Background: an optimization exercise with open tools, aiming at small area, a short achievable clock period and few clock cycles per item. Do not read the settings as production practice. No functional check of the RTL was part of any run shown here. No activity file was given, so power comes from the tool's default toggle rates.

--- design.v ---
package csr_index_pkg;
    parameter int INDEX_WIDTH   = 32;
    parameter int ADDRESS_WIDTH = 32;
    parameter int SHIFT_WIDTH   = 5;
    typedef logic [INDEX_WIDTH-1:0]   index_t;
    typedef logic [ADDRESS_WIDTH-1:0] address_t;
    typedef logic [SHIFT_WIDTH-1:0]   shift_t;
endpackage
`timescale 1ns/1ns
module csr_index_sequencer
(
    input  logic   ap_clk,
    input  logic   areset_generator,
    input  logic   config_valid,
    input  csr_index_pkg::index_t config_index_start,
    input  csr_index_pkg::index_t config_index_end,
    input  csr_index_pkg::index_t config_stride,
    input  logic   issue_ready,
    output logic   config_accept,
    output logic   idle,
    output logic   done,
    output logic   gen_valid,
    output csr_index_pkg::index_t gen_index
);
    logic                                active;
    logic                                more;
    csr_index_pkg::index_t               count;
    csr_index_pkg::index_t               end_reg;
    csr_index_pkg::index_t               stride_reg;
    logic [csr_index_pkg::INDEX_WIDTH:0] next_count;
    logic                                next_more;
    assign next_count = {1'b0, count} + {1'b0, stride_reg};
    assign next_more  = next_count < {1'b0, end_reg};
    assign gen_valid     = active && more;
    assign gen_index     = count;
    assign idle          = !gen_valid;
    assign done          = active && !more;
    assign config_accept = config_valid && idle;
    always_ff @(posedge ap_clk) begin
        if (areset_generator) begin
            active <= 1'b0;
        end else if (config_accept) begin
            active <= 1'b1;
        end else if (!more) begin
            active <= 1'b0;
        end
    end
    always_ff @(posedge ap_clk) begin
        if (config_accept) begin
            count      <= config_index_start;
            end_reg    <= config_index_end;
            stride_reg <= config_stride;
            more       <= config_index_start < config_index_end;
        end else if (gen_valid && issue_ready) begin
            count      <= next_count[csr_index_pkg::INDEX_WIDTH-1:0];
            more       <= next_more;
        end
    end
endmodule
`timescale 1ns/1ns
module csr_address_map
(
    input  logic     ap_clk,
    input  logic     config_accept,
    input  csr_index_pkg::address_t config_base_address,
    input  csr_index_pkg::shift_t   config_shift_amount,
    input  logic     config_shift_left,
    input  csr_index_pkg::index_t   gen_index,
    output csr_index_pkg::address_t gen_address
);
    csr_index_pkg::address_t base_address;
    csr_index_pkg::shift_t   shift_amount;
    logic                    shift_left;
    csr_index_pkg::address_t offset;
    always_ff @(posedge ap_clk) begin
        if (config_accept) begin
            base_address <= config_base_address;
            shift_amount <= config_shift_amount;
            shift_left   <= config_shift_left;
        end
    end
    always_comb begin
        if (shift_left) begin
            offset = gen_index << shift_amount;
        end else begin
            offset = gen_index >> shift_amount;
        end
    end
    assign gen_address = base_address + offset;
endmodule
`timescale 1ns/1ns
module request_fifo
(
    input  logic     ap_clk,
    input  logic     areset_generator,
    input  logic     push,
    input  csr_index_pkg::index_t   push_index,
    input  csr_index_pkg::address_t push_address,
    input  logic     pop_ready,
    output logic     push_ready,
    output logic     request_valid,
    output csr_index_pkg::index_t   request_index,
    output csr_index_pkg::address_t request_address
);
    assign push_ready = !request_valid || pop_ready;
    always_ff @(posedge ap_clk) begin
        if (areset_generator) begin
            request_valid <= 1'b0;
        end else if (push_ready) begin
            request_valid <= push;
        end
    end
    always_ff @(posedge ap_clk) begin
        if (push && push_ready) begin
            request_index   <= push_index;
            request_address <= push_address;
        end
    end
endmodule
`timescale 1ns/1ns
module csr_index_generator
(
    input  logic     ap_clk,
    input  logic     areset_generator,
    input  logic     config_valid,
    input  csr_index_pkg::index_t   config_index_start,
    input  csr_index_pkg::index_t   config_index_end,
    input  csr_index_pkg::index_t   config_stride,
    input  csr_index_pkg::address_t config_base_address,
    input  csr_index_pkg::shift_t   config_shift_amount,
    input  logic     config_shift_left,
    input  logic     request_ready,
    output logic     idle,
    output logic     done,
    output logic     request_valid,
    output csr_index_pkg::index_t   request_index,
    output csr_index_pkg::address_t request_address
);
    logic                    config_accept;
    logic                    gen_valid;
    logic                    gen_ready;
    csr_index_pkg::index_t   gen_index;
    csr_index_pkg::address_t gen_address;
    csr_index_sequencer i_csr_index_sequencer (
        .ap_clk             (ap_clk),
        .areset_generator   (areset_generator),
        .config_valid       (config_valid),
        .config_index_start (config_index_start),
        .config_index_end   (config_index_end),
        .config_stride      (config_stride),
        .issue_ready        (gen_ready),
        .config_accept      (config_accept),
        .idle               (idle),
        .done               (done),
        .gen_valid          (gen_valid),
        .gen_index          (gen_index)
    );
    csr_address_map i_csr_address_map (
        .ap_clk              (ap_clk),
        .config_accept       (config_accept),
        .config_base_address (config_base_address),
        .config_shift_amount (config_shift_amount),
        .config_shift_left   (config_shift_left),
        .gen_index           (gen_index),
        .gen_address         (gen_address)
    );
    request_fifo i_request_fifo (
        .ap_clk           (ap_clk),
        .areset_generator (areset_generator),
        .push             (gen_valid),
        .push_index       (gen_index),
        .push_address     (gen_address),
        .pop_ready        (request_ready),
        .push_ready       (gen_ready),
        .request_valid    (request_valid),
        .request_index    (request_index),
        .request_address  (request_address)
    );
endmodule
--- run.sh ---
#!/bin/bash
# synth_recipe.tcl (not shown) runs the flow's synth.tcl, then flattens the netlist and writes it again
# the make line also repeats each setting of config.mk as NAME=value (left out here)
make -C /OpenROAD-flow-scripts/flow DESIGN_CONFIG=/design/flow/config.mk WORK_HOME=/design/flow/orfs CLKGATE_MAP_FILE= SYNTH_SCRIPT=/design/flow/synth_recipe.tcl finish
--- config.mk ---
export PLATFORM = sky130hd
export DESIGN_NAME = csr_index_generator
export DESIGN_NICKNAME = csr_index_generator
export VERILOG_FILES = /design/flow/design.v
export SDC_FILE = /design/flow/constraint.sdc
export NUM_CORES = 4
export LEC_CHECK = 0
export CAP_MARGIN = 20
export CORE_MARGIN = 2
export CORE_UTILIZATION = 40
export SETUP_SLACK_MARGIN = 3.5
export SLEW_MARGIN = 20
--- constraint.sdc ---
create_clock -name core_clock -period 7.0 [get_ports {ap_clk}]
set_input_delay 1.4000 -clock core_clock [delete_from_list [all_inputs] [get_ports {ap_clk}]]
set_output_delay 1.4000 -clock core_clock [all_outputs]
set_load 0.01 [all_outputs]
==> results of run 1 <==
## cell families (layout without fill, tap and decap cells)
logic type	after synthesis	count (layout)
xor+xnor	55	55
mux	117	117
flops	201	201
fa+ha+maj	127	127
buf+inv	152	450
compound gates	392	392
simple gates	350	350
## metal layers
metal,global-route usage,routed length (um),vias up
met5,0,0,-
met4,0.09160,1821,0
met3,0.03255,2329,105
li1,-,-,5724
met1,0.3039,18620,5565
met2,0.3690,20150,416
## final timing paths
check	endpoint	cells past startpoint
worst min-delay path	i_request_fifo.request_index[14]	0
worst max-delay path	i_request_fifo.request_address[28]	20
worst min register to register	i_request_fifo.request_index[14]	0
worst max register to register	i_request_fifo.request_address[28]	20
## power by group through the flow
stage               Sequential, mW  Clock (mW)  Combinational, mW
floorplan                     1.87           0               2.30
CTS                           1.93        1.18               3.51
finish                        1.90        1.16               3.93
detailed placement            1.95           0               3.21
global placement              1.95           0               3.18
global route                  1.93        1.22               4.29
## metrics by stage
| step | instances | utilization | instance area [um^2] |
|---|---|---|---|
| floorplan | 1394 | - | 14360 |
| detailed placement | 2011 | 0.4755 | 16790 |
| finish | 2153 | 0.5459 | 19280 |
| CTS | 2113 | 0.5219 | 18430 |
| global placement | 2011 | 0.4755 | 16790 |
| global route | 2153 | 0.5459 | 19280 |
## timing repair
action	4_1_cts	5_1_grt
pin swaps	31	55
endpoints found under the setup margin	67	30
buffers inserted	51	39
gates cloned	7	1
resized for setup	94	125
## final cells by class
class / count / area (um^2)
timing repair buffer: 315 / 3124
multi-input combinational: 1041 / 8481
sequential: 201 / 6016
tap: 461 / 576.8
fill: 3077 / 16030
clock inverter: 12 / 91.34
clock buffer: 32 / 630.6
timing repair inverter: 1 / 7.507
inverter: 90 / 350.3
## layout by cell type, fill, tap and decap left out, drive strengths merged, types with 33 or more instances in the layout
cell,n
clkbuf,33
buf,106
edfxtp,199
inv,89
o21ai,96
nor2,95
a21oi,110
a21o,61
mux2,35
nand2,130
xnor2,33
mux2i,64
ha,125
clkdlybuf4s50,204
## critical path, stage by stage (launching register included)
cell and delay [ps]:
sky130_fd_sc_hd__edfxtp_1 470, sky130_fd_sc_hd__buf_6 170, sky130_fd_sc_hd__buf_16 130, sky130_fd_sc_hd__mux4_2 520, sky130_fd_sc_hd__mux4_2 510, sky130_fd_sc_hd__nand2_2 100, sky130_fd_sc_hd__a21oi_2 50, sky130_fd_sc_hd__a21o_1 190
sky130_fd_sc_hd__ha_2 180, sky130_fd_sc_hd__inv_2 50, sky130_fd_sc_hd__fa_2 200, sky130_fd_sc_hd__nor2b_2 50, sky130_fd_sc_hd__o31a_1 270, sky130_fd_sc_hd__a32oi_2 190, sky130_fd_sc_hd__a21o_1 180, sky130_fd_sc_hd__a31o_4 170
sky130_fd_sc_hd__nand3b_1 120, sky130_fd_sc_hd__buf_4 180, sky130_fd_sc_hd__a21bo_2 190, sky130_fd_sc_hd__a21oi_2 150, sky130_fd_sc_hd__xnor2_1 80
==> out/qor.txt, run 1 <==
H-tree lvl count - 1
Synth Register Bits - 201
Area growth, synth to finish - 35.70%
post-synthesis cell area - 0.01421 mm^2
largest net degree at the start of global routing - 77
ANT cells - 0
startpoint of the most critical hold path - i_csr_index_sequencer.count[14]
clock root cell - sky130_fd_sc_hd__clkbuf_16
routed via count - 11,810
critical path class - flip-flop to flip-flop
fraction of the mapped netlist area in simple logic gates - 0.1126
aggregate negative setup slack - 0 ps
max-cap check violation count - 0
Worst-Skew Late Latency - 560 ps
proportion of total power due to net switching - 0.4064
final setup violation count - 0
share of cells above drive strength 1 - 0.2216
largest fanout of any net on the critical path - 8
result of the run - complete, no violations
iteration-0 DRC count of the detailed router - 724
Power Internal - 4.149 mW
aggregate global routing overflow - 0
setup slack of the most critical reg-to-reg path - 2550 ps
capturing element type of the critical path - flip-flop
clock share of power - 0.166
power density normalized to cell area - 362.6 mW/mm^2
Post-Route WL - 42.92 mm
Tot GR Track Use - 0.2268
net count reported at finish - 1,939
worst max-slew margin expressed relative to the limit - 0.4085
Fin. Hold Viols - 0
combinational family with the most area after synthesis - compound AO/OA/AOI/OAI gates
antenna violations before repair - 0
estimated wirelength of the detail-placed design - 30.42 mm
post-synthesis share of cell area spent on full adders, half adders and majority gates - 0.1129
net switching power of the design - 2.840 mW
part of the total power dissipated in sequential elements - 0.272
required time of the worst setup path - 7290 ps
Die X-Extent - 192.5 um
gate count of the mapped netlist - 1,394
top_reg_cell synth - sky130_fd_sc_hd__edfxtp_1
Longest Clk Path Bufs - 3
Peak supply drop - 208.2 uV
number of vias per cell - 5.485
Compound-Gate Fraction of Synth Area - 0.1743
Core Footprint - 0.03531 mm^2
Reg2Reg Launch Point - i_csr_address_map.shift_amount[1]
die area - 0.03704 mm^2
period utilization - 0.6355
Final min period - 4448 ps
sequential cell area fraction in the yosys report - 0.4235
boundary pin count - 205
transition time at the pin with the least slew margin - 887.3 ps
library cell with the highest instance count after synthesis - sky130_fd_sc_hd__edfxtp_1
wire length of the first global-routing pass - 64.94 mm
number of global-route vias before repair - 11,590
overall power - 6.989 mW
Synth warnings - 3
post-place setup slack - 1870 ps
Routed Antenna Nets - 0
Rows - 69
final RePlAce weighted congestion - 0.9486
count of buffers from port buffering - 204
cell leakage power - 7.870 nW
number of pins with negative max-slew slack in the final report - 0
die extent in y - 192.5 um
clock tree from TritonCTS - done
number of enable-type register cells in the synthesized netlist - 199
data arrival time of the worst path - 4730 ps
launch point of the critical path - i_csr_address_map.shift_amount[1]
number of unique standard cell types used by synthesis - 63
net count after synthesis - 1,659
type of origin of the critical path - flip-flop
async set-or-reset flop fraction in the synthesized netlist - 0
average footprint of a synthesized cell - 10.19 um^2
cts hold-fix bufs - 0
leading area contributor after synthesis - sky130_fd_sc_hd__edfxtp_1
post-detailed-route DRC marker count - 0
path type of the worst min-delay path - flip-flop to flip-flop
TritonCTS Sinks - 201
multiplexer fraction of the synthesized cell area - 0.1014
clock-pin transition on the worst setup and hold timing paths - 60 ps
Gate power share - 0.562
number of detailed-route iterations in the first pass - 6
RSZ-0062 raised after global routing - yes
worst hold slack - 497.3 ps
Final WS setup - 2552 ps
fraction of post-synthesis cell area in the top cell type by area - 0.4206
Wirelength per Cell - 19.93 um
leading post-synthesis cells by instance count - sky130_fd_sc_hd__edfxtp_1 (199), sky130_fd_sc_hd__nand2_1 (130), sky130_fd_sc_hd__ha_1 (125)
effective utilization at floorplan - 0.4023
cell types with the largest area share after synthesis - sky130_fd_sc_hd__edfxtp_1 (42%), sky130_fd_sc_hd__ha_1 (11%), sky130_fd_sc_hd__mux2i_1 (4.5%), sky130_fd_sc_hd__a21oi_1 (3.8%), sky130_fd_sc_hd__nand2_1 (3.4%)
number of clock buffers inserted by TritonCTS - 24
Worst Clk Skew - 24.49 ps
area share of xor/xnor cells in the synthesized design - 0.03391
highest achievable clock rate - 224.8 MHz
==> run 2: changes to the inputs <==
--- a/config.mk
+++ b/config.mk
@@ -8,5 +8,4 @@
 export CAP_MARGIN = 20
 export CORE_MARGIN = 2
 export CORE_UTILIZATION = 40
-export SETUP_SLACK_MARGIN = 3.5
 export SLEW_MARGIN = 20
==> run 2 against run 1 <==
Against the previous run:
- still clean on timing, DRC and antenna
- routed wire length is 9.5% lower
- sequential power hardly changed
- critical path depth is 2 lower
- highest routed layer unchanged
==> out/qor.txt, run 2 <==
die area - 0.03704 mm^2 (unchanged)
net count after synthesis - 1,659 (unchanged)
post-detailed-route DRC marker count - 0 (unchanged)
startpoint of the most critical hold path - i_request_fifo.request_valid (was i_csr_index_sequencer.count[14])
number of clock buffers inserted by TritonCTS - 25 (was 24)
Worst Clk Skew - 20.88 ps (was 24.49 ps)
transition time at the pin with the least slew margin - 938.9 ps (was 887.3 ps)
largest fanout of any net on the critical path - 43 (was 8)
antenna violations before repair - 0 (unchanged)
proportion of total power due to net switching - 0.3945 (was 0.4064)
TritonCTS Sinks - 201 (unchanged)
required time of the worst setup path - 7290 ps (about the same)
clock share of power - 0.200 (was 0.166)
sequential cell area fraction in the yosys report - 0.4235 (unchanged)
H-tree lvl count - 1 (unchanged)
most frequent standard cell in the layout excluding fill and tap cells - sky130_fd_sc_hd__clkdlybuf4s50_1 (unchanged)
combinational family with the most area after synthesis - compound AO/OA/AOI/OAI gates (unchanged)
count of buffer and inverter cells on the critical path - 2 (was 4)
gate count of the mapped netlist - 1,394 (unchanged)
ANT cells - 0 (unchanged)
estimated wirelength of the detail-placed design - 29.75 mm (was 30.42 mm)
number of vias per cell - 5.455 (was 5.485)
Post-CTS Resized - 0 (was 94)
iteration-0 DRC count of the detailed router - 674 (was 724)
Global Route met1 Usage - 0.2867 (was 0.3039)
aggregate negative setup slack - 0 ps (unchanged)
leading post-synthesis cells by instance count - sky130_fd_sc_hd__edfxtp_1 (199), sky130_fd_sc_hd__nand2_1 (130), sky130_fd_sc_hd__ha_1 (125) (unchanged)
clock root cell - sky130_fd_sc_hd__clkbuf_16 (unchanged)
async set-or-reset flop fraction in the synthesized netlist - 0 (unchanged)
library cell contributing the largest single delay on the critical path - sky130_fd_sc_hd__o21ai_0 (was sky130_fd_sc_hd__mux4_2)
share of cells above drive strength 1 - 0.07591 (was 0.2216)
number of global-route vias before repair - 11,020 (was 11,590)
clock-pin transition on the worst setup and hold timing paths - 50 ps (was 60 ps)
average footprint of a synthesized cell - 10.19 um^2 (unchanged)
launch point of the critical path - i_csr_address_map.shift_amount[1] (unchanged)
Power Internal - 3.852 mW (was 4.149 mW)
Final min period - 5269 ps (was 4448 ps)
effective utilization at floorplan - 0.4023 (unchanged)
M2 GR Usage - 0.3510 (was 0.3690)
die extent in y - 192.5 um (unchanged)
type of origin of the critical path - flip-flop (unchanged)
top_reg_cell synth - sky130_fd_sc_hd__edfxtp_1 (unchanged)
fraction of post-synthesis cell area in the top cell type by area - 0.4206 (unchanged)
Rows - 69 (unchanged)
worst max-slew margin expressed relative to the limit - 0.3693 (was 0.4085)
multiplexer fraction of the synthesized cell area - 0.1014 (unchanged)
Reg2Reg Launch Point - i_csr_address_map.shift_amount[1] (unchanged)
post-CTS setup buffer count - 0 (was 51)
highest achievable clock rate - 189.8 MHz (was 224.8 MHz)
data arrival time of the worst path - 5560 ps (was 4730 ps)
Fin. Hold Viols - 0 (unchanged)
Worst-Skew Late Latency - 550 ps (was 560 ps)
final setup violation count - 0 (unchanged)
met3 Use GR - 0.03110 (was 0.03255)
critical path class - flip-flop to flip-flop (unchanged)
number of pins with negative max-slew slack in the final report - 0 (unchanged)
Area growth, synth to finish - 23.11% (was 35.70%)
most heavily used metal layer in global routing - met2 (unchanged)
result of the run - complete, no violations (unchanged)
post-synthesis share of cell area spent on full adders, half adders and majority gates - 0.1129 (unchanged)
area share of xor/xnor cells in the synthesized design - 0.03391 (unchanged)
cts hold-fix bufs - 0 (unchanged)
cell leakage power - 7.202 nW (was 7.870 nW)
fraction of the mapped netlist area in simple logic gates - 0.1126 (unchanged)
count of buffers from port buffering - 204 (unchanged)
part of the total power dissipated in sequential elements - 0.302 (was 0.272)
Tot GR Track Use - 0.2110 (was 0.2268)
Post-Route WL - 38.85 mm (was 42.92 mm)
Core Footprint - 0.03531 mm^2 (unchanged)
final RePlAce weighted congestion - 0.9533 (was 0.9486)
Longest Clk Path Bufs - 3 (unchanged)
largest net degree at the start of global routing - 77 (unchanged)
max-cap check violation count - 0 (unchanged)
net switching power of the design - 2.510 mW (was 2.840 mW)
Peak supply drop - 286.3 uV (was 208.2 uV)
post-layout instance count excluding filler cells - 2,055 (was 2,153)
capturing element type of the critical path - flip-flop (unchanged)
post-synthesis cell area - 0.01421 mm^2 (unchanged)
Die X-Extent - 192.5 um (unchanged)
number of enable-type register cells in the synthesized netlist - 199 (unchanged)
net count reported at finish - 1,841 (was 1,939)
aggregate global routing overflow - 0 (unchanged)
crit path cell chain - buf_4 -> buf_4 -> mux4_2 -> o21ai_0 -> mux2_2 -> nor2_1 -> nor3_1 -> a21oi_1 -> ha_1 -> and3_1 -> and2_1 -> a221o_1 -> nand2_1 -> a31o_2 -> nand3b_1 -> a311o_1 -> a21oi_1 -> xnor2_1 (was buf_6 -> buf_16 -> mux4_2 -> mux4_2 -> nand2_2 -> a21oi_2 -> a21o_1 -> ha_2 -> inv_2 -> fa_2 -> nor2b_2 -> o31a_1 -> a32oi_2 -> a21o_1 -> a31o_4 -> nand3b_1 -> buf_4 -> a21bo_2 -> a21oi_2 -> xnor2_1)
critical path's top delay family - compound AO/OA/AOI/OAI gates (unchanged)
wire length of the first global-routing pass - 60.60 mm (was 64.94 mm)
path type of the worst min-delay path - flip-flop to flip-flop (unchanged)
number of detailed-route iterations in the first pass - 7 (was 6)
cell types with the largest area share after synthesis - sky130_fd_sc_hd__edfxtp_1 (42%), sky130_fd_sc_hd__ha_1 (11%), sky130_fd_sc_hd__mux2i_1 (4.5%), sky130_fd_sc_hd__a21oi_1 (3.8%), sky130_fd_sc_hd__nand2_1 (3.4%) (unchanged)
Compound-Gate Fraction of Synth Area - 0.1743 (unchanged)
routed via count - 11,210 (was 11,810)
leading area contributor after synthesis - sky130_fd_sc_hd__edfxtp_1 (unchanged)
number of unique standard cell types used by synthesis - 63 (unchanged)
Gate power share - 0.498 (was 0.562)
library cell with the highest instance count after synthesis - sky130_fd_sc_hd__edfxtp_1 (unchanged)
Routed Antenna Nets - 0 (unchanged)
Wirelength per Cell - 18.91 um (was 19.93 um)
period utilization - 0.7527 (was 0.6355)
Synth Register Bits - 201 (unchanged)
power density normalized to cell area - 363.8 mW/mm^2 (was 362.6 mW/mm^2)
most frequent cells in the layout - sky130_fd_sc_hd__clkdlybuf4s50_1 (204), sky130_fd_sc_hd__edfxtp_1 (199), sky130_fd_sc_hd__nand2_1 (130) (was sky130_fd_sc_hd__clkdlybuf4s50_1 (204), sky130_fd_sc_hd__edfxtp_1 (199), sky130_fd_sc_hd__nand2_1 (126))
total instance count after detailed placement - 2,010 (was 2,011)
boundary pin count - 205 (unchanged)
clock tree from TritonCTS - done (unchanged)
RSZ-0062 raised after global routing - no (was yes)
largest stage delay on the critical path - 510 ps (was 520 ps)
Synth warnings - 3 (unchanged)
-- run 2: cell types whose count changed in the layout (fill, tap and decap cells not counted), sizes merged --
cell / delta
buf: -93
bufbuf: -4
bufinv: +3
clkbuf: -4
clkinv: +1
clkinvlp: -3
inv: +2
-- run 2: worst paths after layout --
check                                        to  slack, ps  cells after the start
max reg2reg  i_request_fifo.request_address[30]       1730                     18
min                i_request_fifo.request_valid        510                      2
min reg2reg        i_request_fifo.request_valid        510                      2
max          i_request_fifo.request_address[30]       1730                     18
-- run 2: stage by stage --
| stage | power, mW | util | instance area [um^2] | worst slack (ps) | hold WS [ps] |
|---|---|---|---|---|---|
| after floorplan | 4.115 | - | 14210 | 1388 | 465.3 |
| after global placement | 5.067 | 0.4724 | 16680 | 1778 | 484.9 |
| after detailed placement | 5.080 | 0.4724 | 16680 | 1777 | 500.3 |
| after CTS | 6.394 | 0.4953 | 17490 | 1762 | 510.5 |
| after global routing | 6.856 | 0.4953 | 17490 | 1222 | 530.9 |
| final | 6.362 | 0.4953 | 17490 | 1731 | 507.1 |
-- run 2: metal layers --
metal | share of wire | wire (um)
met4 | 0.028 | 1090
met5 | 0 | 0
met3 | 0.050 | 1940
met1 | 0.45 | 17570
met2 | 0.47 | 18260
-- run 2: worst register-to-register path: cells and delay by family (launching register included) --
kind	cells	cell delay [ps]
AO/OA/AOI/OAI	6	1700
flip-flops	1	420
AND/OR/NAND/NOR	6	860
XOR/XNOR	1	80
adder cells (fa/ha/maj)	1	380
multiplexers	2	680
buffers and inverters	2	900
-- run 2: power groups by stage --
| stage | Clock [mW] | Combinational, mW | Sequential [mW] |
|---|---|---|---|
| 6_report | 1.27 | 3.17 | 1.92 |
| 5_1_grt | 1.35 | 3.55 | 1.95 |
| 3_3_place_gp | 0 | 3.12 | 1.95 |
| 4_1_cts | 1.30 | 3.17 | 1.93 |
| 3_5_place_dp | 0 | 3.13 | 1.95 |
| 2_1_floorplan | 0 | 2.24 | 1.87 |
-- run 2: cells by family (layout without fill, tap and decap cells) --
family                   after synthesis  count (layout)
flip-flops                           201             201
adder cells (fa/ha/maj)              127             127
XOR/XNOR                              55              55
AO/OA/AOI/OAI                        392             392
buffers and inverters                152             352
multiplexers                         117             117
AND/OR/NAND/NOR                      350             350
-- run 2: layout make-up --
class | count | area (um^2)
Clock buffer | 29 | 640.6
Sequential cell | 201 | 6016
Fill cell | 3270 | 17820
Clock inverter | 16 | 167.7
Inverter | 90 | 340.3
Tap cell | 461 | 576.8
Timing Repair Buffer | 217 | 2140
Multi-Input combinational cell | 1041 | 7609

## what the ideal ports hide
The flow's constraints put no driver on any port. The routed layouts listed below were extracted and timed again, unchanged, in two steps.
Step 1 assumes that a clkbuf_16 drives the clock port and a buf_2 every other input.
Step 2 also shifts input and output timing later by t, the mid clock arrival at the registers, as if the neighbouring blocks saw the same clock.
Three values: no drivers, after step 1, after step 2; two values: the first two.
| run | shift t [ns] | setup slack, ns | hold slack, ns | worst register clock-pin slew, ns | pins driven straight from the clock port |
|---|---|---|---|---|---|
| run 1 | 0.599 | 2.552 / 2.552 / 2.552 | 0.497 / 0.497 / 0.497 | 0.06 / 0.06 | 1 |
| run 2 | 0.595 | 1.731 / 1.731 / 1.731 | 0.507 / 0.507 / 0.507 | 0.06 / 0.06 | 1 |
After both steps every run listed still meets setup and hold.
